This design comes from an exercise in tuning for small area, a short achievable clock period and few clock cycles on the open sky130 flow, not from production work.

## harbor
// multiplicacao_matrizes_seq
module multiplicacao_matrizes_seq #(
  parameter int DATA_W = multiplicacao_pkg::DATA_W_DEF,
  parameter int MAX_N  = multiplicacao_pkg::MAX_N_DEF,
  parameter int SIZE_W = $clog2(MAX_N - 1),
  parameter int ACC_W  = 18
) (
  input  logic                            clk,
  input  logic                            rst_n,
  input  logic                            start,
  input  logic                            sat_en,
  input  logic [SIZE_W-1:0]               matrix_size,
  input  logic [MAX_N*MAX_N*DATA_W-1:0]   A,
  input  logic [MAX_N*MAX_N*DATA_W-1:0]   B,
  output logic                            busy,
  output logic                            done,
  output logic [MAX_N*MAX_N*DATA_W-1:0]   C,
  output logic                            overflow_flag
);
Size: roughly 870 flip-flops.
Settings: LEC_CHECK=0, CAP_MARGIN=20, CORE_MARGIN=2, CORE_UTILIZATION=40, CTS_CLUSTER_DIAMETER=100, CTS_CLUSTER_SIZE=30, SLEW_MARGIN=20; clock period 11.0 ns.
standard.sh (not shown) runs the stock make flow with config.mk's settings and CLKGATE_MAP_FILE= SYNTH_SCRIPT=/design/flow/synth_recipe.tcl, a recipe that flattens the netlist after the stock synthesis.
==> flow/flow/run.sh <==
#!/bin/bash
# The standard layout (the standard.sh, unchanged synthesis), with extra
# ORFS settings from flow/knobs.txt (one VAR=value per line): a larger
# setup margin for timing repair and a plain buffer for the port buffers.
# The constraints, clock period and checks are unchanged.
set -euo pipefail
mapfile -t KNOBS < <(grep -v '^#' flow/knobs.txt | sed '/^$/d')
bash standard.sh "${KNOBS[@]}" finish > standard_flow.log 2>&1
==> flow/flow/knobs.txt <==
SETUP_SLACK_MARGIN=6.5
BUFFER_PORTS_ARGS=-buffer_cell sky130_fd_sc_hd__buf_1
harbor completed every stage of the flow, and the final layout passed the timing, DRC and antenna checks.
Here is what was changed in the inputs of fjord compared with harbor.
- CTS_CLUSTER_SIZE: 30 -> 20
==> flow/flow/knobs.txt <==
SETUP_SLACK_MARGIN=5.75
BUFFER_PORTS_ARGS=-buffer_cell sky130_fd_sc_hd__buf_1
## What came out
harbor → fjord: number of non-clock buffers in the layout has decreased; number of placed instances, taps included has remained practically unchanged. Slack of the critical path (higher): harbor. Taking fjord over harbor, the met2 wire length ratio works out to 0.881.
Input changes introduced in pepper (baseline for comparison: fjord):
==> flow/flow/knobs.txt <==
SETUP_SLACK_MARGIN=5.5
BUFFER_PORTS_ARGS=-buffer_cell sky130_fd_sc_hd__buf_1
==> run summary <==
- a2111oi_4 as the standard cell with the maximum stage delay on the critical path was reported by fjord, and a31oi_1 by pepper.
- fjord → pepper: overall routing resource usage stayed essentially flat; max-slew headroom at the worst pin fell by 0.16 points; non-clock buffer count fell by 2.8%; worst setup slack fell by 0.050 ns; global-route wire length before repair stayed essentially flat.
- [pepper] multi-input gate share of total cell area rose 0.37 points relative to fjord
- The higher share of the core filled with cells of fjord and pepper is in fjord.
Relative to pepper, the following input files were edited for tundra:
==> flow/flow/knobs.txt <==
SETUP_SLACK_MARGIN=5
BUFFER_PORTS_ARGS=-buffer_cell sky130_fd_sc_hd__buf_1
### Flow results
On worst hold margin, pepper and tundra are neck and neck. Core utilization (tundra over pepper): decrease, 0.21 points. Comparing area share of buffers outside the clock network for pepper and tundra, the bigger number came from pepper. Of pepper and tundra, the run reporting the lower number of cells traversed by the worst register-to-register path was pepper. pepper and tundra ended up with nearly the same detailed-route wire length per cell. [compare] base=pepper new=tundra: design area -about 0.5%; count of placed standard cells in the final layout, fillers left out flat; register fraction of the total cell area essentially unchanged.
Edits applied to the flow inputs when going from tundra to violet:
==> flow/flow/knobs.txt <==
SETUP_SLACK_MARGIN=5.25
BUFFER_PORTS_ARGS=-buffer_cell sky130_fd_sc_hd__buf_1
==> run summary <==
Arrival time of the worst setup path: violet and tundra compared, higher one is tundra
violet vs. tundra: critical path depth shows an increase of 1.
Re share of the cycle needed by the critical path after routing: violet is 1.3 points down on tundra.
Delta (violet minus tundra): first-iteration DRC count now sits lower; final design area excluding fillers now sits at about the same level.
Cell type of the slowest stage on the worst timing path = a2111oi_2: violet; cell type of the slowest stage on the worst timing path = nor4_4: tundra
No functional check of the RTL was part of any run of this note.

## afterwards: timing with drivers on the ports
The results above use ideal ports. As a check the final layouts listed here were re-extracted and re-timed, cells and wires unchanged.
Step 1: set_driving_cell puts a clkbuf_16 on clk and a buf_2 on each other input, an assumption about the parent block.
Step 2 adds t to the input delays and takes it off the output delays; t is the mean of the earliest and latest rising clock arrival at the registers after step 1. Input paths then give back, and output paths get back, about the clock's delay inside the block.
a / b / c = no drivers / after step 1 / after step 2; a / b = the first two.
| run | t, ns | setup slack, ns | hold slack, ns |
|---|---|---|---|
| harbor | 0.862 | 5.839 / 5.745 / 6.002 | 0.459 / 0.459 / 0.459 |
| fjord | 0.826 | 5.661 / 5.570 / 5.811 | 0.445 / 0.445 / 0.445 |
| pepper | 0.826 | 5.611 / 5.520 / 5.634 | 0.444 / 0.444 / 0.444 |
| tundra | 0.826 | 5.214 / 5.123 / 5.311 | 0.442 / 0.442 / 0.442 |
| violet | 0.827 | 5.357 / 5.266 / 5.458 | 0.441 / 0.441 / 0.441 |
After both steps setup and hold are still met in every run listed.
